From an optimization exercise on the open Yosys and OpenROAD flow, aimed at small area, a short achievable clock period and few clock cycles per item; shortcuts taken in it are not production practice.
RTL that was checked went through simulation tests only; none was proved equivalent to the original.
For runs 2 and 3, only the layout was checked, not whether the RTL still works.

## flow/flow/run.sh

```bash
#!/bin/bash
# The standard layout, with three changes to how it is made:
#  - Yosys synth without its early "abc -fast" pass (-noabc), so that
#    extract_fa finds the carry-save adders without inverted polarities;
#  - port buffers of a plain buffer cell instead of the default delay cell;
#  - timing repair aimed 5.5 ns below the clock period.
# The clock period, SDC and everything else are the standard flow's. Each tool's output is
# in orfs/logs/ (ORFS) and in standard.log.
set -euo pipefail
bash standard.sh SYNTH_ARGS=-noabc SETUP_SLACK_MARGIN=5.5 \
  "BUFFER_PORTS_ARGS=-buffer_cell sky130_fd_sc_hd__buf_2" finish > standard.log 2>&1
```

## flow/standard.sh

```bash
#!/bin/bash
# synth_recipe.tcl (not shown) runs the flow's synth.tcl, then flattens the netlist and writes it again
# the make line also repeats each setting of config.mk as NAME=value (left out here)
make -C /OpenROAD-flow-scripts/flow DESIGN_CONFIG=/design/flow/config.mk WORK_HOME=/design/flow/orfs CLKGATE_MAP_FILE= SYNTH_SCRIPT=/design/flow/synth_recipe.tcl "${@:-finish}"
```

## flow/config.mk

```make
export PLATFORM = sky130hd
export DESIGN_NAME = adc_scan_scale_smooth
export DESIGN_NICKNAME = adc_scan_scale_smooth
export VERILOG_FILES = /design/flow/design.v
export SDC_FILE = /design/flow/constraint.sdc
export NUM_CORES = 4
export LEC_CHECK = 0
export CAP_MARGIN = 20
export CORE_MARGIN = 2
export CORE_UTILIZATION = 55
export CTS_BUF_LIST = sky130_fd_sc_hd__clkbuf_16
export CTS_CLUSTER_DIAMETER = 150
export CTS_CLUSTER_SIZE = 20
export PLACE_DENSITY = 0.7
export SLEW_MARGIN = 20
```

## flow/constraint.sdc

```tcl
create_clock -name core_clock -period 9.5 [get_ports {clock}]
set_input_delay 1.9000 -clock core_clock [delete_from_list [all_inputs] [get_ports {clock}]]
set_output_delay 1.9000 -clock core_clock [all_outputs]
set_load 0.01 [all_outputs]
```

## flow/design.v

```verilog
`timescale 1ns / 1ps
package adcsss_pkg;
   localparam logic [1:0] CH_TEMP = 2'd0;
   localparam logic [1:0] CH_VOLT = 2'd1;
   localparam logic [1:0] CH_CURR = 2'd2;
   localparam logic [7:0] MUX_TEMP = 8'h42;
   localparam logic [7:0] MUX_VOLT = 8'h03;
   localparam logic [7:0] MUX_CURR = 8'h04;
   localparam logic [13:0]        MV_PER_LSB_Q16 = 14'd10000;
   localparam logic [31:0]        TEMP_ROUND     = 32'h0000_0800;
   localparam logic signed [32:0] KELVIN_Q16     = 33'sd17901158;
   localparam logic signed [51:0] GAIN_ROUND     = 52'sd128;
   localparam logic signed [51:0] SMOOTH_ROUND   = 52'sd32768;
   localparam logic [16:0]        ALPHA_ONE      = 17'd65536;
   localparam logic [15:0]        VOLTAGE_GAIN_RST   = 16'd768;
   localparam logic [15:0]        CURRENT_GAIN_RST   = 16'd128;
   localparam logic signed [23:0] VOLTAGE_BIAS_RST   = 24'sd0;
   localparam logic signed [23:0] CURRENT_BIAS_RST   = 24'sd0;
   localparam logic [16:0]        TEMP_ALPHA_RST     = 17'd13107;
   localparam logic [16:0]        VOLTAGE_ALPHA_RST  = 17'd13107;
   localparam logic [16:0]        CURRENT_ALPHA_RST  = 17'd655;
   localparam logic [31:0]        TEMP_CAL_RST       = 32'd0;
   typedef enum logic [2:0] {
      REG_VOLTAGE_GAIN  = 3'd0,
      REG_CURRENT_GAIN  = 3'd1,
      REG_VOLTAGE_BIAS  = 3'd2,
      REG_CURRENT_BIAS  = 3'd3,
      REG_TEMP_ALPHA    = 3'd4,
      REG_VOLTAGE_ALPHA = 3'd5,
      REG_CURRENT_ALPHA = 3'd6,
      REG_TEMP_CAL      = 3'd7
   } reg_index_type;
   typedef struct packed {
      logic [15:0]        voltage_gain;
      logic [15:0]        current_gain;
      logic signed [23:0] voltage_bias;
      logic signed [23:0] current_bias;
      logic [16:0]        temp_alpha;
      logic [16:0]        voltage_alpha;
      logic [16:0]        current_alpha;
      logic [31:0]        temp_calibration;
   } cfg_type;
   typedef enum logic [2:0] {
      ST_IDLE,
      ST_SCALE,
      ST_VALUE,
      ST_SMOOTH,
      ST_UPDATE
   } state_type;
   typedef struct packed {
      logic load;
      logic scale;
      logic value;
      logic smooth;
      logic commit;
   } cmd_type;
endpackage
`timescale 1ns / 1ps
module adcsss_csr (
   input  logic                clock,
   input  logic                reset,
   input  logic                csr_we,
   input  logic [2:0]          csr_index,
   input  logic [31:0]         csr_wdata,
   output adcsss_pkg::cfg_type cfg
);
   adcsss_pkg::cfg_type cfg_ff;
   logic [16:0]         alpha_w;
   assign alpha_w = csr_wdata[16] ? adcsss_pkg::ALPHA_ONE : csr_wdata[16:0];
   always_ff @(posedge clock) begin
      if (reset) begin
         cfg_ff.voltage_gain     <= adcsss_pkg::VOLTAGE_GAIN_RST;
         cfg_ff.current_gain     <= adcsss_pkg::CURRENT_GAIN_RST;
         cfg_ff.voltage_bias     <= adcsss_pkg::VOLTAGE_BIAS_RST;
         cfg_ff.current_bias     <= adcsss_pkg::CURRENT_BIAS_RST;
         cfg_ff.temp_alpha       <= adcsss_pkg::TEMP_ALPHA_RST;
         cfg_ff.voltage_alpha    <= adcsss_pkg::VOLTAGE_ALPHA_RST;
         cfg_ff.current_alpha    <= adcsss_pkg::CURRENT_ALPHA_RST;
         cfg_ff.temp_calibration <= adcsss_pkg::TEMP_CAL_RST;
      end else if (csr_we) begin
         case (csr_index)
            adcsss_pkg::REG_VOLTAGE_GAIN:  cfg_ff.voltage_gain     <= csr_wdata[15:0];
            adcsss_pkg::REG_CURRENT_GAIN:  cfg_ff.current_gain     <= csr_wdata[15:0];
            adcsss_pkg::REG_VOLTAGE_BIAS:  cfg_ff.voltage_bias     <= csr_wdata[23:0];
            adcsss_pkg::REG_CURRENT_BIAS:  cfg_ff.current_bias     <= csr_wdata[23:0];
            adcsss_pkg::REG_TEMP_ALPHA:    cfg_ff.temp_alpha       <= alpha_w;
            adcsss_pkg::REG_VOLTAGE_ALPHA: cfg_ff.voltage_alpha    <= alpha_w;
            adcsss_pkg::REG_CURRENT_ALPHA: cfg_ff.current_alpha    <= alpha_w;
            default:                       cfg_ff.temp_calibration <= csr_wdata;
         endcase
      end
   end
   assign cfg = cfg_ff;
endmodule
`timescale 1ns / 1ps
module adcsss_ctrl (
   input  logic               clock,
   input  logic               reset,
   input  logic               res_valid,    
   input  logic [1:0]         res_channel,
   input  logic signed [31:0] res_value,
   output logic               go,           
   output logic               rsp_valid,
   input  logic               rsp_ready,
   output logic [1:0]         rsp_channel,
   output logic signed [31:0] rsp_smoothed_value,
   output logic [7:0]         rsp_next_mux
);
   logic               out_v_ff;
   logic [1:0]         out_ch_ff;
   logic signed [31:0] out_val_ff;
   assign go = !out_v_ff || rsp_ready;
   always_ff @(posedge clock) begin
      if (reset) begin
         out_v_ff <= 1'b0;
      end else if (go) begin
         out_v_ff <= res_valid;
      end
   end
   always_ff @(posedge clock) begin
      if (go) begin
         out_ch_ff  <= res_channel;
         out_val_ff <= res_value;
      end
   end
   assign rsp_valid          = out_v_ff;
   assign rsp_channel        = out_ch_ff;
   assign rsp_smoothed_value = out_val_ff;
   always_comb begin
      unique case (out_ch_ff)
         adcsss_pkg::CH_TEMP: rsp_next_mux = adcsss_pkg::MUX_VOLT;
         adcsss_pkg::CH_VOLT: rsp_next_mux = adcsss_pkg::MUX_CURR;
         default:             rsp_next_mux = adcsss_pkg::MUX_TEMP;
      endcase
   end
endmodule
`timescale 1ns / 1ps
module adcsss_csa_tree #(
   parameter int N = 3,
   parameter int W = 8
) (
   input  logic [N*W-1:0] rows,
   output logic [W-1:0]   sum,
   output logic [W-1:0]   carry
);
   function automatic integer count_at(input integer level);
      integer n, i;
      begin
         n = N;
         for (i = 0; i < level; i = i + 1) n = 2 * (n / 3) + n % 3;
         count_at = n;
      end
   endfunction
   function automatic integer depth(input integer dummy);
      integer n, i, l;
      begin
         n = N;
         l = 0;
         for (i = 0; i < 64; i = i + 1) begin
            if (n > 2) begin
               n = 2 * (n / 3) + n % 3;
               l = l + 1;
            end
         end
         depth = l;
      end
   endfunction
   localparam integer L = depth(0);
   for (genvar l = 0; l <= L; l++) begin : lv
      localparam integer NL = count_at(l);
      logic [NL*W-1:0] v;
      if (l == 0) begin : g_in
         assign v = rows;
      end else begin : g_red
         localparam integer NP = count_at(l - 1);
         for (genvar g = 0; g < NP / 3; g++) begin : g_fa
            logic [W-1:0] a, b, c;
            assign a = lv[l-1].v[(3*g)*W +: W];
            assign b = lv[l-1].v[(3*g+1)*W +: W];
            assign c = lv[l-1].v[(3*g+2)*W +: W];
            assign v[(2*g)*W +: W]   = a ^ b ^ c;
            assign v[(2*g+1)*W +: W] = {((a[W-2:0] & b[W-2:0]) | (a[W-2:0] & c[W-2:0])
                                        | (b[W-2:0] & c[W-2:0])), 1'b0};
         end
         for (genvar r = 0; r < NP % 3; r++) begin : g_pass
            assign v[(2*(NP/3)+r)*W +: W] = lv[l-1].v[(3*(NP/3)+r)*W +: W];
         end
      end
   end
   if (N == 1) begin : g_one
      assign sum   = lv[L].v[W-1:0];
      assign carry = '0;
   end else begin : g_two
      assign sum   = lv[L].v[W-1:0];
      assign carry = lv[L].v[2*W-1:W];
   end
endmodule
module adcsss_booth_enc #(
   parameter int D = 9
) (
   input  logic [2*D-1:0] y,       
   output logic [D-1:0]   one,
   output logic [D-1:0]   two,
   output logic [D-1:0]   neg
);
   logic [2*D:0] yy;
   assign yy = {y, 1'b0};
   for (genvar i = 0; i < D; i++) begin : g_d
      logic lo, mid, hi;
      assign lo     = yy[2*i];
      assign mid    = yy[2*i+1];
      assign hi     = yy[2*i+2];
      assign one[i] = mid ^ lo;
      assign two[i] = (hi & !mid & !lo) | (!hi & mid & lo);
      assign neg[i] = hi;
   end
endmodule
module adcsss_booth_rows #(
   parameter int WX = 29,
   parameter int D  = 9,
   parameter int W  = 45
) (
   input  logic signed [WX-1:0] x,
   input  logic [D-1:0]         one,
   input  logic [D-1:0]         two,
   input  logic [D-1:0]         neg,
   input  logic [W-1:0]         extra,
   output logic [D*W-1:0]       rows
);
   logic [WX:0]   xe;       
   logic [WX+1:0] x2;       
   assign xe = {x[WX-1], x};
   assign x2 = {xe, 1'b0};
   for (genvar i = 0; i < D; i++) begin : g_r
      logic [WX:0]  mag, r;
      logic [W-1:0] row;
      assign mag = ({(WX+1){one[i]}} & xe) | ({(WX+1){two[i]}} & x2[WX:0]);
      assign r   = mag ^ {(WX+1){neg[i]}};
      for (genvar j = 0; j < W; j++) begin : g_b
         if (j < 2*i) begin : g_lo
            if (i > 0 && j == 2*i - 2) begin : g_neg
               assign row[j] = neg[i-1];
            end else if (i == D - 1) begin : g_extra
               assign row[j] = extra[j];
            end else begin : g_zero
               assign row[j] = 1'b0;
            end
         end else if (j < 2*i + WX) begin : g_pp
            assign row[j] = r[j-2*i];
         end else if (i == 0) begin : g_first
            if (j == WX)          assign row[j] = r[WX];
            else if (j == WX + 1) assign row[j] = r[WX];
            else if (j == WX + 2) assign row[j] = !r[WX];
            else                  assign row[j] = 1'b0;
         end else begin : g_rest
            if (j == 2*i + WX)          assign row[j] = !r[WX];
            else if (j == 2*i + WX + 1) assign row[j] = 1'b1;
            else if (i == D - 1)        assign row[j] = 1'b1;
            else                        assign row[j] = 1'b0;
         end
      end
      assign rows[i*W +: W] = row;
   end
endmodule
module adcsss_dp (
   input  logic                clock,
   input  logic                reset,
   input  logic                go,
   input  logic                req_valid,
   output logic                req_ready,
   input  adcsss_pkg::cfg_type cfg,
   input  logic [13:0]         req_sample,
   output logic                res_valid,
   output logic [1:0]          res_channel,
   output logic signed [31:0]  res_value
);
   localparam int W1 = 45;    
   localparam int W2 = 48;    
   localparam [32:0] T274 = 33'd0 - (33'd274 << 16);
   logic [1:0]         ptr_ff;
   logic               isk_v_ff;
   logic [1:0]         isk_ch_ff;
   logic [13:0]        isk_s_ff;
   logic               accept;
   logic               v0;
   logic [1:0]         ch0;
   logic [13:0]        s0;
   logic               v1_ff, v2_ff, v3_ff, v4_ff, v5_ff, v6_ff;
   logic [1:0]         ch1_ff, ch2_ff, ch3_ff, ch4_ff, ch5_ff, ch6_ff;
   logic [28:0]        xs_ff, xc_ff;
   logic signed [28:0] x_ff;
   logic [8:0]         g_one_ff, g_two_ff, g_neg_ff;
   logic [W1-1:0]      ps_ff, pc_ff;
   logic signed [31:0] val_ff;
   logic               tadj_ff;      
   logic signed [32:0] diff_ff;
   logic [8:0]         a_one_ff, a_two_ff, a_neg_ff;
   logic [W2-1:0]      qs_ff, qc_ff;
   logic signed [31:0] avg0_ff, avg1_ff, avg2_ff;
   assign req_ready = !isk_v_ff;
   assign accept    = req_valid && !isk_v_ff;
   assign v0  = isk_v_ff || accept;
   assign ch0 = isk_v_ff ? isk_ch_ff : ptr_ff;
   assign s0  = isk_v_ff ? isk_s_ff : req_sample;
   logic signed [23:0] bias0;
   logic [28:0]        s29;
   logic [5*29-1:0]    vrows;
   logic [28:0]        vs, vc;
   logic [28:0]        xs_in, xc_in;
   assign bias0 = (ch0 == adcsss_pkg::CH_VOLT) ? cfg.voltage_bias : cfg.current_bias;
   assign s29   = {15'd0, s0};
   assign vrows = {s29 << 9, s29 << 7, s29, ~(s29 << 4), {bias0[23], bias0, 4'd0}};
   adcsss_csa_tree #(.N(5), .W(29)) u_tree0 (
      .rows  (vrows),
      .sum   (vs),
      .carry (vc)
   );
   assign xs_in = (ch0 == adcsss_pkg::CH_TEMP) ? {13'd0, cfg.temp_calibration[31:16]} : vs;
   assign xc_in = (ch0 == adcsss_pkg::CH_TEMP) ? ~{17'd0, s0[13:2]} : vc;
   logic [15:0]        opb;
   logic [8:0]         g_one, g_two, g_neg;
   always_comb begin
      unique case (ch1_ff)
         adcsss_pkg::CH_TEMP: opb = cfg.temp_calibration[15:0];
         adcsss_pkg::CH_VOLT: opb = cfg.voltage_gain;
         default:             opb = cfg.current_gain;
      endcase
   end
   adcsss_booth_enc #(.D(9)) u_genc (
      .y   ({2'b00, opb}),
      .one (g_one),
      .two (g_two),
      .neg (g_neg)
   );
   logic [9*W1-1:0]  rows1;
   logic [W1-1:0]    ps_in, pc_in;
   adcsss_booth_rows #(.WX(29), .D(9), .W(W1)) u_rows1 (
      .x     (x_ff),
      .one   (g_one_ff),
      .two   (g_two_ff),
      .neg   (g_neg_ff),
      .extra ((ch2_ff == adcsss_pkg::CH_TEMP) ? 45'd2048 : 45'd8),
      .rows  (rows1)
   );
   adcsss_csa_tree #(.N(9), .W(W1)) u_tree1 (
      .rows  (rows1),
      .sum   (ps_in),
      .carry (pc_in)
   );
   logic [W1-1:0]      p;
   logic [15:0]        kk;
   logic               tsat;
   logic signed [31:0] tval;
   logic signed [31:0] gval;
   logic signed [31:0] value;
   assign p    = ps_ff + pc_ff;
   assign kk   = p[27:12];
   assign tsat = (kk >= 16'd33042);
   assign tval = tsat ? 32'sh7fff_ffff : {kk, 16'd55706};
   assign gval = (p[44:35] == {10{p[35]}}) ? p[35:4]
               : (p[44] ? 32'sh8000_0000 : 32'sh7fff_ffff);
   assign value = (ch3_ff == adcsss_pkg::CH_TEMP) ? tval : gval;
   logic signed [31:0] avg4;
   logic [16:0]        alpha;
   logic [8:0]         a_one, a_two, a_neg;
   always_comb begin
      unique case (ch4_ff)
         adcsss_pkg::CH_TEMP: avg4 = avg0_ff;
         adcsss_pkg::CH_VOLT: avg4 = avg1_ff;
         default:             avg4 = avg2_ff;
      endcase
   end
   always_comb begin
      unique case (ch4_ff)
         adcsss_pkg::CH_TEMP: alpha = cfg.temp_alpha;
         adcsss_pkg::CH_VOLT: alpha = cfg.voltage_alpha;
         default:             alpha = cfg.current_alpha;
      endcase
   end
   logic [32:0] d3s, d3c;
   logic [32:0] diff_in;
   adcsss_csa_tree #(.N(3), .W(33)) u_tree_d (
      .rows  ({tadj_ff ? T274 : 33'd0, ~{avg4[31], avg4}, {val_ff[31] && !tadj_ff, val_ff}}),
      .sum   (d3s),
      .carry (d3c)
   );
   assign diff_in = d3s + d3c + 33'd1;
   adcsss_booth_enc #(.D(9)) u_aenc (
      .y   ({1'b0, alpha}),
      .one (a_one),
      .two (a_two),
      .neg (a_neg)
   );
   logic signed [31:0] avg5;
   logic [9*W2-1:0]    rows2;
   logic [10*W2-1:0]   rows2a;
   logic [W2-1:0]      qs_in, qc_in;
   always_comb begin
      unique case (ch5_ff)
         adcsss_pkg::CH_TEMP: avg5 = avg0_ff;
         adcsss_pkg::CH_VOLT: avg5 = avg1_ff;
         default:             avg5 = avg2_ff;
      endcase
   end
   adcsss_booth_rows #(.WX(33), .D(9), .W(W2)) u_rows2 (
      .x     (diff_ff),
      .one   (a_one_ff),
      .two   (a_two_ff),
      .neg   (a_neg_ff),
      .extra (48'd32768),
      .rows  (rows2)
   );
   assign rows2a = {avg5, 16'd0, rows2};
   adcsss_csa_tree #(.N(10), .W(W2)) u_tree2 (
      .rows  (rows2a),
      .sum   (qs_in),
      .carry (qc_in)
   );
   logic [W2-1:0] acc;
   assign acc         = qs_ff + qc_ff;
   assign res_valid   = v6_ff;
   assign res_channel = ch6_ff;
   assign res_value   = acc[47:16];
   always_ff @(posedge clock) begin
      if (reset) begin
         ptr_ff    <= adcsss_pkg::CH_TEMP;
         isk_v_ff  <= 1'b0;
      end else begin
         if (accept) ptr_ff <= (ptr_ff == adcsss_pkg::CH_CURR) ? adcsss_pkg::CH_TEMP : ptr_ff + 2'd1;
         if (go) isk_v_ff <= 1'b0;
         else if (accept) isk_v_ff <= 1'b1;
      end
   end
   always_ff @(posedge clock) begin
      if (!isk_v_ff) begin
         isk_ch_ff <= ptr_ff;
         isk_s_ff  <= req_sample;
      end
   end
   always_ff @(posedge clock) begin
      if (reset) begin
         v1_ff     <= 1'b0;
         v2_ff     <= 1'b0;
         v3_ff     <= 1'b0;
         v4_ff     <= 1'b0;
         v5_ff     <= 1'b0;
         v6_ff     <= 1'b0;
         avg0_ff   <= '0;
         avg1_ff   <= '0;
         avg2_ff   <= '0;
      end else if (go) begin
         v1_ff <= v0;
         v2_ff <= v1_ff;
         v3_ff <= v2_ff;
         v4_ff <= v3_ff;
         v5_ff <= v4_ff;
         v6_ff <= v5_ff;
         if (v6_ff && ch6_ff == adcsss_pkg::CH_TEMP) avg0_ff <= res_value;
         if (v6_ff && ch6_ff == adcsss_pkg::CH_VOLT) avg1_ff <= res_value;
         if (v6_ff && ch6_ff == adcsss_pkg::CH_CURR) avg2_ff <= res_value;
      end
   end
   always_ff @(posedge clock) begin
      if (go) begin
         ch1_ff   <= ch0;
         ch2_ff   <= ch1_ff;
         ch3_ff   <= ch2_ff;
         ch4_ff   <= ch3_ff;
         ch5_ff   <= ch4_ff;
         ch6_ff   <= ch5_ff;
         xs_ff    <= xs_in;
         xc_ff    <= xc_in;
         x_ff     <= xs_ff + xc_ff + 29'd1;
         g_one_ff <= g_one;
         g_two_ff <= g_two;
         g_neg_ff <= g_neg;
         ps_ff    <= ps_in;
         pc_ff    <= pc_in;
         val_ff   <= value;
         tadj_ff  <= (ch3_ff == adcsss_pkg::CH_TEMP) && !tsat;
         diff_ff  <= diff_in;
         a_one_ff <= a_one;
         a_two_ff <= a_two;
         a_neg_ff <= a_neg;
         qs_ff    <= qs_in;
         qc_ff    <= qc_in;
      end
   end
endmodule
`timescale 1ns / 1ps
module adc_scan_scale_smooth (
   input  logic                clock,
   input  logic                reset,
   input  logic                req_valid,
   output logic                req_ready,
   input  logic [13:0]         req_sample,
   output logic                rsp_valid,
   input  logic                rsp_ready,
   output logic [1:0]          rsp_channel,
   output logic signed [31:0]  rsp_smoothed_value,
   output logic [7:0]          rsp_next_mux,
   input  logic                csr_we,
   input  logic [2:0]          csr_index,
   input  logic [31:0]         csr_wdata
);
   adcsss_pkg::cfg_type cfg;
   logic                go;
   logic                res_valid;
   logic [1:0]          res_channel;
   logic signed [31:0]  res_value;
   adcsss_csr u_csr (
      .clock     (clock),
      .reset     (reset),
      .csr_we    (csr_we),
      .csr_index (csr_index),
      .csr_wdata (csr_wdata),
      .cfg       (cfg)
   );
   adcsss_dp u_dp (
      .clock       (clock),
      .reset       (reset),
      .go          (go),
      .req_valid   (req_valid),
      .req_ready   (req_ready),
      .cfg         (cfg),
      .req_sample  (req_sample),
      .res_valid   (res_valid),
      .res_channel (res_channel),
      .res_value   (res_value)
   );
   adcsss_ctrl u_ctrl (
      .clock              (clock),
      .reset              (reset),
      .res_valid          (res_valid),
      .res_channel        (res_channel),
      .res_value          (res_value),
      .go                 (go),
      .rsp_valid          (rsp_valid),
      .rsp_ready          (rsp_ready),
      .rsp_channel        (rsp_channel),
      .rsp_smoothed_value (rsp_smoothed_value),
      .rsp_next_mux       (rsp_next_mux)
   );
endmodule
```

==> impl_metrics.py, run 1 <==
metrics = {
    "cts": {
        "ctsLongestPathBuffers": 3,
        "clkSinkCount": 701,
        "numCtsBuffers": 41,
        "cts_hold_buf": 0,
        "clkLatencyLatePin_ps": 660,
        "clk_pin_slew_ps": 90,
        "cts_tree": "done",
        "clockRootBuffer": "clkbuf_16",
        "cts_max_level": 2,
    },
    "floorplanning": {
        "coreArea_um2": 98710,
        "start_util_pct": 55.68,
        "die_h_um": 320.1,
        "row_count": 115,
        "dieArea_um2": 102500,
        "die_w_um": 320.1,
        "pin_count": 98,
    },
    "grt": {
        "antenna_found_initial": 1,
        "grt_max_degree": 187,
        "grt_use_total_pct": 28.80,
        "grt_first_pass_wirelength_um": 234400,
        "grt_overflow": 0,
        "grt_pass1_vias": 41290,
    },
    "finish": {
        "final_cell_mix": "nand2_1, xnor2_1, fa_1, a22oi_1, edfxtp_1",
        "drive_gt1_share_pct": 11.21,
        "final_common_cell": "nand2_1",
        "diodes": 0,
        "final_nets": 6062,
        "areaGrowthSynthToFinish_pct": 9.509,
    },
    "drt": {
        "postRouteAntennaNets": 0,
        "drtIter0Drc": 4188,
        "vias_per_cell": 6.290,
        "avgRoutedWirePerCell_um": 22.83,
        "drt_first_pass_iters": 6,
        "vias": 41130,
        "wl_um": 149300,
        "drc": 0,
    },
    "sta": {
        "grt_setup_unrepaired": "true",
        "hold_ws_ps": 454.9,
        "tightest_slew_ps": 1111,
        "slew_headroom_pct": 25.91,
        "fmax_ghz": 0.2482,
        "drv_slew": 0,
        "setup_viol": 0,
        "skew_ps": 47.84,
        "finalSetupTns_ps": 0,
        "min_period_over_period_pct": 42.41,
        "period_minus_slack_ps": 4029,
        "finalHoldViolCount": 0,
    },
    "worst_setup_path": {
        "arrival_ps": 4440,
        "end_kind": "flop",
        "critical_path_required_ps": 9910,
        "path_class": "flop to flop",
        "cp_max_fo": 11,
        "critPathLaunchType": "flop",
    },
    "logic_synthesis": {
        "synthFlopType": "edfxtp_1",
        "yosysSeqAreaShare_pct": 33.11,
        "synth_cells": 5308,
        "ys_warn_count": 3,
        "avgSynthCellArea_um2": 10.35,
        "ys_seq_elements": 701,
        "syn_area_um2": 54960,
        "synth_edf_count": 416,
        "yosysUniqueCellTypes": 86,
        "async_reset_ff_share_pct": 0,
    },
    "run": {
        "cap_viol_max_count": 0,
    },
    "placed_design": {
        "hpwl_um": 99510,
        "globalplace.congestion": 0.9034,
        "numPortBuffers": 93,
    },
    "min_path": {
        "hp-class": "flop to flop",
    },
    "run_status": {
        "status": "finished clean",
    },
}
synthesized netlist by cell type (17+ instances only):
library cell / instances / area (um2)
nand3b_1: 24 / 180.2
nor3_1: 20 / 100.1
a22oi_1: 485 / 3641
a21o_1: 72 / 540.5
o21ai_0: 158 / 790.8
ha_1: 281 / 3516
inv_1: 193 / 724.4
dfxtp_1: 285 / 5705
and3_1: 20 / 125.1
and2_1: 52 / 325.3
nor2_1: 170 / 638.1
xor2_1: 68 / 595.6
xnor2_1: 567 / 4966
nand2b_1: 49 / 306.5
a31oi_1: 17 / 106.4
nor2b_1: 25 / 156.4
edfxtp_1: 416 / 12490
fa_1: 506 / 10130
a211oi_1: 24 / 180.2
a22o_1: 30 / 262.8
nand2_1: 621 / 2331
buf_1: 58 / 217.7
a21oi_1: 365 / 1827
clkbuf_1: 382 / 1434
nand3_1: 32 / 160.2
a211o_1: 29 / 254.0
mux2_2: 33 / 371.6
o21bai_1: 21 / 157.7
mux2i_1: 119 / 1191
repair_timing:
action | 4_1_cts | 5_1_grt
endpoints found under the setup margin | 378 | 253
pin swaps | 20 | 100
cloned | 6 | 3
resized for setup | 80 | 178
hold endpoints to repair | 0 | 0
setup buffers | 115 | 29
state kept, by name, indices dropped and copies added, names as in the netlist, 7 cells and up:
register	flops
u_ctrl.out_val_ff	32
u_dp.ps_ff	41
u_dp.g_two_ff	8
u_dp.xs_ff	29
u_dp.qs_ff	43
u_dp.avg2_ff	32
u_dp.a_neg_ff	8
u_dp.isk_s_ff	14
u_dp.avg1_ff	32
u_dp.g_neg_ff	7
u_dp.pc_ff	41
u_dp.g_one_ff	9
u_dp.xc_ff	29
u_dp.a_one_ff	9
u_dp.val_ff	32
u_dp.a_two_ff	9
u_dp.diff_ff	33
u_csr.cfg_ff	163
u_dp.avg0_ff	32
u_dp.x_ff	29
u_dp.qc_ff	42
per-stage QoR:
stage	area, um2	instances	setup WS [ps]	utilization [%]
2_1_floorplan	55180	5311	5341	-
3_3_place_gp	56000	6309	4568	56.73
3_5_place_dp	56030	6311	4479	56.76
4_1_cts	59080	6507	5483	59.86
5_1_grt	60190	6540	5363	60.97
6_report	60190	6540	5471	60.97
path summary, 6_finish.rpt:
check / depth (start not counted) / start / slack [ps] / endpoint
worst min register to register: 2 / u_csr.cfg_ff[104]$_SDFFE_PP0P_ / 450 / u_csr.cfg_ff[104]$_SDFFE_PP0P_
worst min-delay path: 2 / u_csr.cfg_ff[104]$_SDFFE_PP0P_ / 450 / u_csr.cfg_ff[104]$_SDFFE_PP0P_
worst max-delay path: 14 / u_dp.ch4_ff[0]$_DFFE_PP_ / 5470 / u_dp.diff_ff[30]$_DFFE_PP_
worst max register to register: 14 / u_dp.ch4_ff[0]$_DFFE_PP_ / 5470 / u_dp.diff_ff[30]$_DFFE_PP_
critical path, stage by stage, from the launching register on:
cell       delay [ps]
edfxtp_1          440
buf_4             160
buf_4             130
bufbuf_16         300
mux2i_1           130
o21ai_0           640
fa_1              540
inv_1              60
ha_1              270
and3_1            170
a311o_1           400
a31oi_4           190
o21bai_1           80
a21oi_1           180
xnor2_1            80
logic make-up after synthesis:
kind of cell | after synthesis | share of synthesized area, %
AOI/OAI and AO/OA | 1321 | 16.05
xor gates and xnor gates | 636 | 10.15
adders and majority gates | 787 | 24.83
buffers and inverters | 646 | 4.480
DFF | 701 | 33.11
muxes | 153 | 2.871
other | 1 | 0.006823
and+or+nand+nor | 1063 | 8.507
cell type report:
cell class / instances / area (um2)
clock buffer: 41 / 1026
clock inverter: 34 / 211.5
fill: 8002 / 38520
inverter: 194 / 758.2
multi-input combinational: 3967 / 35360
sequential: 701 / 18200
tap: 1287 / 1610
timing repair buffer: 316 / 3018
metal layers:
metal / global-route usage, % / vias to the layer above / wire length [um]
met4: 10.66 / 0 / 5379
li1: - / 18260 / -
met2: 47.84 / 1933 / 71450
met1: 38.57 / 20580 / 60930
met5: 0 / - / 0
met3: 3.953 / 355 / 11540
Testbench counts, summed over its fixed seeds: cycles 4,856, samples 4,800.
==> run 2: changes to the inputs <==
--- a/flow/design.v
+++ b/flow/design.v
@@ -481,4 +481,4 @@
          diff_ff  <= diff_in;
-         a_one_ff <= a_one;
-         a_two_ff <= a_two;
+         a_one_ff <= {alpha[16] | alpha[15], a_one[7:0]};
+         a_two_ff <= {1'b0, a_two[7:0]};
          a_neg_ff <= a_neg;
--- a/flow/config.mk
+++ b/flow/config.mk
@@ -9,3 +9,3 @@
 export CORE_MARGIN = 2
-export CORE_UTILIZATION = 55
+export CORE_UTILIZATION = 40
 export CTS_BUF_LIST = sky130_fd_sc_hd__clkbuf_16
@@ -13,3 +13,2 @@
 export CTS_CLUSTER_SIZE = 20
-export PLACE_DENSITY = 0.7
 export SLEW_MARGIN = 20
==> run 2 against run 1 <==
  * Still clean
  * Worst hold slack lost 6.1 ps
  * First-iteration DRC count fell by 14%
  * Synthesized cell count fell by 0.60%
  * Clock-buffer cell count unchanged
  * Cell count rose by 7.1%
  * Global-route usage shrank 7.9 points
  * Sequential cell count fell by 1
  * Critical endpoint is now u_dp.val_ff[30]$_DFFE_PP_
  * Highest routed layer unchanged
==> impl_metrics.py, run 2 <==
metrics = {
    "drt": {
        "drc": 0,
        "avgRoutedWirePerCell_um": 21.45,
        "vias_per_cell": 5.679,
        "vias": 39780,
        "drtIter0Drc": 3622,
        "postRouteAntennaNets": 0,
        "drt_first_pass_iters": 6,
        "wl_um": 150300,
    },
    "finish": {
        "final_cell_mix": "nand2_1, xnor2_1, fa_1, a22oi_1, edfxtp_1",
        "final_cell_count_no_fill": 7005,
        "regMostFlops": "u_csr.cfg_ff",
        "n_fill_cell": 12740,
        "final_common_cell": "nand2_1",
        "largest_register_ff_count": 163,
        "largestRegisters": "u_csr.cfg_ff: 163 flops, u_dp.qs_ff: 43 flops, u_dp.qc_ff: 42 flops",
        "final_nets": 6031,
        "multi_input_area_um2": 34990,
        "areaGrowthSynthToFinish_pct": 10.28,
        "drive_gt1_share_pct": 11.30,
        "post-route-util_pct": 44.48,
        "seq_area_um2": 18170,
    },
    "logic_synthesis": {
        "synth_edf_count": 415,
        "yosysTopAreaCell": "edfxtp_1",
        "synthTopCellsByCount": "nand2_1, xnor2_1, fa_1, a22oi_1, edfxtp_1",
        "yosysTopAreaCellShare_pct": 22.78,
        "avgSynthCellArea_um2": 10.37,
        "yosysSeqAreaShare_pct": 33.21,
        "synthFlopType": "edfxtp_1",
        "synth_cells": 5276,
        "syn_area_um2": 54710,
        "yosysUniqueCellTypes": 90,
        "synth_area_leaders": "edfxtp_1, fa_1, dfxtp_1",
        "async_reset_ff_share_pct": 0,
        "synth.most_common_cell": "nand2_1",
        "ys_warn_count": 3,
        "ys_seq_elements": 700,
    },
    "worst_setup_path": {
        "path_class": "flop to flop",
        "critPathLaunchType": "flop",
        "cp_max_fo": 5,
        "arrival_ps": 4400,
        "critical_path_required_ps": 9890,
        "ff2ff_setup_slack_ps": 5490,
        "end_kind": "flop",
    },
    "placed_design": {
        "globalplace.congestion": 0.8821,
        "hpwl_um": 103900,
        "place_inst": 6783,
        "numPortBuffers": 93,
    },
    "floorplanning": {
        "row_count": 135,
        "dieArea_um2": 139800,
        "pin_count": 98,
        "start_util_pct": 40.34,
        "die_h_um": 373.8,
        "die_w_um": 373.8,
        "coreArea_um2": 135600,
    },
    "sta": {
        "finalHoldViolCount": 0,
        "tightest_slew_ps": 1158,
        "skew_ps": 32.59,
        "finalSetupTns_ps": 0,
        "fmax_ghz": 0.2495,
        "drv_slew": 0,
        "setup_viol": 0,
        "hold_ws_ps": 448.8,
        "min_period_over_period_pct": 42.19,
        "grt_setup_unrepaired": "true",
        "period_minus_slack_ps": 4008,
        "slew_headroom_pct": 22.80,
    },
    "grt": {
        "grt_max_degree": 193,
        "antenna_found_initial": 0,
        "grt_use_total_pct": 20.91,
        "grt_first_pass_wirelength_um": 233900,
        "grt_pass1_vias": 40090,
        "grt_overflow": 0,
    },
    "cts": {
        "clockRootBuffer": "clkbuf_16",
        "clk_pin_slew_ps": 90,
        "clkSinkCount": 700,
        "cts_hold_buf": 0,
        "clkLatencyLatePin_ps": 670,
        "cts_max_level": 2,
        "numCtsBuffers": 41,
        "cts_tree": "done",
        "ctsLongestPathBuffers": 3,
    },
    "run": {
        "cap_viol_max_count": 0,
    },
    "run_status": {
        "status": "finished clean",
    },
    "min_path": {
        "hp-class": "flop to flop",
    },
}
==> run 2: worst max-delay path, stage by stage (launching register included) <==
cell and delay [ps]:
edfxtp_1 380, ha_1 400, a21o_1 200, a21o_1 180
a21oi_1 210, o21ai_0 340, a221oi_2 420, o31ai_4 170
a2111oi_4 440, nor3_4 90, mux2i_4 230, buf_12 150
nor4_4 270, buf_6 180, a221oi_2 60
==> run 2: what timing repair did <==
item,CTS,global route
buffers inserted,90,46
gates cloned,2,5
pin swaps,15,75
endpoints found under the setup margin,167,96
resized for setup,57,188
==> run 2: logic make-up (layout without fill, tap and decap cells) <==
family / count (synthesis) / after routing / share of synthesized area [%]
xor gates and xnor gates: 640 / 640 / 10.25
buffers and inverters: 652 / 595 / 4.569
DFF: 700 / 700 / 33.21
adders and majority gates: 786 / 786 / 24.92
AOI/OAI and AO/OA: 1256 / 1256 / 15.22
other: 1 / 5 / 0.006854
and+or+nand+nor: 1088 / 1089 / 8.958
muxes: 153 / 153 / 2.877
==> run 2: metrics by stage <==
stage,setup slack (ps),area (um2)
2_1_floorplan,5335,54910
3_3_place_gp,4126,56380
3_5_place_dp,4108,56410
4_1_cts,5466,59000
5_1_grt,5280,60330
6_report,5492,60340
==> run 2: final cells by class <==
cell class / instances / area share, %
repair buffers: 313 / 4.815
clock buffers: 41 / 1.700
flip-flops and latches: 700 / 30.11
clock inverters: 34 / 0.3712
inverters: 206 / 1.302
repair inverters: 1 / 0.01037
well taps: 1781 / 3.693
diodes: 1 / 0.004147
multi-input cells: 3928 / 57.99
==> run 2: metal layers <==
metal | up-vias | global-route usage, % | routed length, um | part of all wire, %
met1 | 19970 | 28.29 | 64010 | 43
met3 | 249 | 3.397 | 11010 | 7.3
li1 | 18090 | - | - | -
met5 | - | 0 | 0 | 0
met2 | 1477 | 34.52 | 71490 | 48
met4 | 0 | 6.012 | 3774 | 2.5
==> run 2: final timing paths <==
path / start / to / cells past startpoint
worst max-delay path: u_dp.pc_ff[33]$_DFFE_PP_ / u_dp.val_ff[30]$_DFFE_PP_ / 14
worst min-delay path: u_dp.v4_ff$_SDFFE_PP0P_ / u_dp.v5_ff$_SDFFE_PP0P_ / 2
worst max register to register: u_dp.pc_ff[33]$_DFFE_PP_ / u_dp.val_ff[30]$_DFFE_PP_ / 14
worst min register to register: u_dp.v4_ff$_SDFFE_PP0P_ / u_dp.v5_ff$_SDFFE_PP0P_ / 2
==> run 3: changes to the inputs <==
--- a/flow/design.v
+++ b/flow/design.v
@@ -278,3 +278,3 @@
    localparam int W2 = 48;    
-   localparam [32:0] T274 = 33'd0 - (33'd274 << 16);
+   localparam [W1-1:0] T1 = 45'd2048 - (45'd274 << 12);
    logic [1:0]         ptr_ff;
@@ -294,3 +294,2 @@
    logic signed [31:0] val_ff;
-   logic               tadj_ff;      
    logic signed [32:0] diff_ff;
@@ -341,3 +340,3 @@
       .neg   (g_neg_ff),
-      .extra ((ch2_ff == adcsss_pkg::CH_TEMP) ? 45'd2048 : 45'd8),
+      .extra ((ch2_ff == adcsss_pkg::CH_TEMP) ? 45'd0 : 45'd8),
       .rows  (rows1)
@@ -355,5 +354,11 @@
    logic signed [31:0] value;
-   assign p    = ps_ff + pc_ff;
+   logic [W1-1:0] p3s, p3c;
+   adcsss_csa_tree #(.N(3), .W(W1)) u_tree3 (
+      .rows  ({(ch3_ff == adcsss_pkg::CH_TEMP) ? T1 : 45'd0, pc_ff, ps_ff}),
+      .sum   (p3s),
+      .carry (p3c)
+   );
+   assign p    = p3s + p3c;
    assign kk   = p[27:12];
-   assign tsat = (kk >= 16'd33042);
+   assign tsat = kk[15] && (kk <= 16'd65261);
    assign tval = tsat ? 32'sh7fff_ffff : {kk, 16'd55706};
@@ -379,10 +384,2 @@
    end
-   logic [32:0] d3s, d3c;
-   logic [32:0] diff_in;
-   adcsss_csa_tree #(.N(3), .W(33)) u_tree_d (
-      .rows  ({tadj_ff ? T274 : 33'd0, ~{avg4[31], avg4}, {val_ff[31] && !tadj_ff, val_ff}}),
-      .sum   (d3s),
-      .carry (d3c)
-   );
-   assign diff_in = d3s + d3c + 33'd1;
    adcsss_booth_enc #(.D(9)) u_aenc (
@@ -395,6 +392,5 @@
    logic [9*W2-1:0]    rows2;
-   logic [10*W2-1:0]   rows2a;
    logic [W2-1:0]      qs_in, qc_in;
    always_comb begin
-      unique case (ch5_ff)
+      unique case (ch6_ff)
          adcsss_pkg::CH_TEMP: avg5 = avg0_ff;
@@ -412,5 +408,4 @@
    );
-   assign rows2a = {avg5, 16'd0, rows2};
-   adcsss_csa_tree #(.N(10), .W(W2)) u_tree2 (
-      .rows  (rows2a),
+   adcsss_csa_tree #(.N(9), .W(W2)) u_tree2 (
+      .rows  (rows2),
       .sum   (qs_in),
@@ -419,3 +414,9 @@
    logic [W2-1:0] acc;
-   assign acc         = qs_ff + qc_ff;
+   logic [W2-1:0] a3s, a3c;
+   adcsss_csa_tree #(.N(3), .W(W2)) u_tree4 (
+      .rows  ({avg5, 16'd0, qc_ff, qs_ff}),
+      .sum   (a3s),
+      .carry (a3c)
+   );
+   assign acc         = a3s + a3c;
    assign res_valid   = v6_ff;
@@ -479,6 +480,5 @@
          val_ff   <= value;
-         tadj_ff  <= (ch3_ff == adcsss_pkg::CH_TEMP) && !tsat;
-         diff_ff  <= diff_in;
-         a_one_ff <= {alpha[16] | alpha[15], a_one[7:0]};
-         a_two_ff <= {1'b0, a_two[7:0]};
+         diff_ff  <= $signed({val_ff[31], val_ff}) - $signed({avg4[31], avg4});
+         a_one_ff <= a_one;
+         a_two_ff <= a_two;
          a_neg_ff <= a_neg;
--- a/flow/flow/run.sh
+++ b/flow/flow/run.sh
@@ -5,3 +5,3 @@
 #  - port buffers of a plain buffer cell instead of the default delay cell;
-#  - timing repair aimed 5.5 ns below the clock period.
+#  - timing repair aimed 5 ns below the clock period.
 # The clock period, SDC and everything else are the standard flow's. Each tool's output is
--- a/flow/config.mk
+++ b/flow/config.mk
@@ -10,4 +10,3 @@
 export CORE_UTILIZATION = 40
-export CTS_BUF_LIST = sky130_fd_sc_hd__clkbuf_16
-export CTS_CLUSTER_DIAMETER = 150
+export CTS_BUF_LIST = sky130_fd_sc_hd__clkbuf_8
 export CTS_CLUSTER_SIZE = 20
==> run 3 against run 2 <==
  * Still clean
  * Die area is 1.2% higher
  * Sequential share of layout area is 0.90 points lower
  * First-iteration DRC count is 5.9% lower
  * Clock skew is 60 ps higher
  * Sequential cell count is 2 higher
  * Routed wire length is 4.8% higher
  * Synthesized cell count is 2.8% higher
  * Critical path depth is 2 higher
  * Global-route usage is 1.0 points higher
  * Largest cell class unchanged
==> impl_metrics.py, run 3 <==
metrics = {
    "grt": {
        "grt_pass1_vias": 42240,
        "grt_max_degree": 133,
        "grt_use_total_pct": 21.96,
        "grt_overflow": 0,
        "grt_first_pass_wirelength_um": 245200,
        "antenna_found_initial": 2,
    },
    "logic_synthesis": {
        "synth_cells": 5424,
        "synth_area_leaders": "edfxtp_1, fa_1, dfxtp_1",
        "syn_area_um2": 55400,
        "yosysTopAreaCell": "edfxtp_1",
        "synth.most_common_cell": "nand2_1",
        "synth_edf_count": 417,
        "yosysUniqueCellTypes": 74,
        "ys_warn_count": 3,
        "synthTopCellsByCount": "nand2_1, xnor2_1, fa_1, a22oi_1, edfxtp_1",
        "synthFlopType": "edfxtp_1",
        "async_reset_ff_share_pct": 0,
        "yosysSeqAreaShare_pct": 32.90,
        "avgSynthCellArea_um2": 10.21,
        "yosysTopAreaCellShare_pct": 22.60,
        "ys_seq_elements": 702,
    },
    "placed_design": {
        "numPortBuffers": 93,
        "postPlaceCellArea_um2": 57180,
        "hpwl_um": 103300,
        "globalplace.congestion": 0.8523,
        "dp_slack_ps": 3656,
    },
    "worst_setup_path": {
        "critPathLaunchType": "flop",
        "cpMaxStageDelayCell": "or4b_4",
        "arrival_ps": 5400,
        "cp_max_fo": 8,
        "path_class": "flop to flop",
        "end_kind": "flop",
        "slowest_delay_ps": 530,
        "rr_startpoint": "u_dp.ch3_ff[0]$_DFFE_PP_",
        "critPathLaunch": "u_dp.ch3_ff[0]$_DFFE_PP_",
        "critical_path_required_ps": 10100,
        "path_cells": "or2_4, fa_1, inv_2, ha_4, nand2_1, or3_4, or4b_4, a21oi_4, or2_4, a22o_1, mux2i_1, or4b_4, o22ai_4, buf_12, a31o_4, a22oi_2",
    },
    "finish": {
        "regMostFlops": "u_csr.cfg_ff",
        "n_fill_cell": 12870,
        "drive_gt1_share_pct": 13.58,
        "fin_area_um2": 62400,
        "final_common_cell": "nand2_1",
        "final_nets": 6227,
        "seq_area_um2": 18230,
        "multi_input_area_um2": 36120,
        "areaGrowthSynthToFinish_pct": 12.64,
        "largest_register_ff_count": 163,
        "largestRegisters": "u_csr.cfg_ff: 163 flops, u_dp.qs_ff: 44 flops, u_dp.qc_ff: 43 flops",
        "final_cell_mix": "nand2_1, xnor2_1, fa_1, a22oi_1, edfxtp_1",
    },
    "cts": {
        "cts_hold_buf": 0,
        "ctsLongestPathBuffers": 3,
        "clkLatencyLatePin_ps": 900,
        "cts_tree": "done",
        "clkSinkCount": 702,
        "cts_max_level": 3,
        "numCtsBuffers": 119,
        "clk_pin_slew_ps": 60,
        "clockRootBuffer": "clkbuf_8",
    },
    "drt": {
        "avgRoutedWirePerCell_um": 21.65,
        "vias_per_cell": 5.681,
        "drc": 0,
        "wl_um": 157500,
        "drt_first_pass_iters": 6,
        "postRouteAntennaNets": 0,
        "drtIter0Drc": 3409,
        "vias": 41340,
    },
    "sta": {
        "finalSetupTns_ps": 0,
        "min_period_over_period_pct": 50.50,
        "hold_ws_ps": 420.3,
        "drv_slew": 0,
        "setup_viol": 0,
        "fmax_ghz": 0.2084,
        "skew_ps": 92.11,
        "tightest_slew_ps": 1128,
        "timing.final.ws_setup_ps": 4702,
        "period_minus_slack_ps": 4798,
        "slew_headroom_pct": 24.65,
        "finalHoldViolCount": 0,
        "grt_setup_unrepaired": "true",
    },
    "floorplanning": {
        "row_count": 136,
        "pin_count": 98,
        "start_util_pct": 40.30,
        "die_w_um": 376.2,
        "die_h_um": 376.2,
        "coreArea_um2": 137500,
        "dieArea_um2": 141500,
    },
    "min_path": {
        "hp-class": "flop to flop",
        "hold_path_startpoint": "u_dp.ch5_ff[0]$_DFFE_PP_",
    },
    "run_status": {
        "status": "finished clean",
    },
    "run": {
        "cap_viol_max_count": 0,
    },
}
run 3: worst max-delay path: cells and delay by family (launching register included):
family,cells,cell delay (ps)
multiplexers,1,230
AO/OA/AOI/OAI,5,870
AND/OR/NAND/NOR,6,1970
flip-flops,1,460
buffers and inverters,2,200
adder cells (fa/ha/maj),2,760
run 3: path summary, 6_finish.rpt:
| check | end | slack, ps | depth (start not counted) |
|---|---|---|---|
| min | u_dp.ch6_ff[0]$_DFFE_PP_ | 420 | 0 |
| max reg2reg | u_dp.val_ff[22]$_DFFE_PP_ | 4700 | 16 |
| min reg2reg | u_dp.ch6_ff[0]$_DFFE_PP_ | 420 | 0 |
| max | u_dp.val_ff[22]$_DFFE_PP_ | 4700 | 16 |
run 3: timing repair:
action                                 in CTS  in global routing
setup buffers                              57                 36
pin swaps                                  50                 89
setup endpoints to repair                 272                145
cloned                                     13                  3
endpoints found under the hold margin       0                  0
gates resized for setup                   167                213
run 3: cell families after synthesis:
group	Yosys count	share of synthesized area (%)
buf+inv	743	5.097
other cells	1	0.006769
simple gates	1119	8.963
compound gates	1278	15.16
fa+ha+maj	795	25.03
flops	702	32.90
mux	152	2.823
xor+xnor	634	10.02
run 3: through the flow:
| stage | utilization [%] | instances |
|---|---|---|
| detailed placement | 41.59 | 6941 |
| finish | 45.39 | 7276 |
| global route | 45.39 | 7275 |
| global placement | 41.59 | 6941 |
| floorplan | - | 5427 |
| CTS | 44.43 | 7232 |
run 3: metal layers:
layer	global-route usage [%]	vias up	share of wire, %	routed length, um
met5	0.2058	-	0.026	41
met4	8.158	2	3.1	4882
met3	3.952	312	6.6	10450
met2	37.13	1551	49	77230
met1	27.97	20840	41	64920
li1	-	18630	-	-
run 3: area by class of cell:
type,instances,area share [%]
clock inverters,85,0.8040
diodes,4,0.01604
inverters,288,1.778
multi-input cells,3991,57.87
flip-flops and latches,702,29.21
well taps,1794,3.597
repair buffers,276,3.723
clock buffers,136,2.999

port drivers added, routing unchanged:
No port has a modelled driver above. Below, the same layouts with a new extraction and two added sets of constraints.
Step 1 (the two cells are an assumption about what drives the block):
set clk [get_ports {clock}]
set_driving_cell -lib_cell sky130_fd_sc_hd__clkbuf_16 $clk
set_driving_cell -lib_cell sky130_fd_sc_hd__buf_2 [delete_from_list [all_inputs] $clk]
Step 2 adds t to the input delays and takes it off the output delays; t is the mean of the earliest and latest rising clock arrival at the registers after step 1. Input paths then give back, and output paths get back, about the clock's delay inside the block.
a / b / c = no drivers / after step 1 / after step 2; a / b = the first two.
run	shift t [ns]	setup WS [ns]	worst hold slack (ns)	worst setup path after step 2
run 1	0.712	5.471 / 5.471 / 5.074	0.455 / 0.455 / 0.455	input to register
run 2	0.724	5.492 / 5.492 / 5.082	0.449 / 0.449 / 0.449	input to register
run 3	0.921	4.702 / 4.702 / 4.702	0.420 / 0.420 / 0.420	register to register
After both steps setup and hold are still met in every run listed. The setup slack of run 2, which loses most, moves by 0.000 ns with the drivers and by -0.410 ns with both steps.
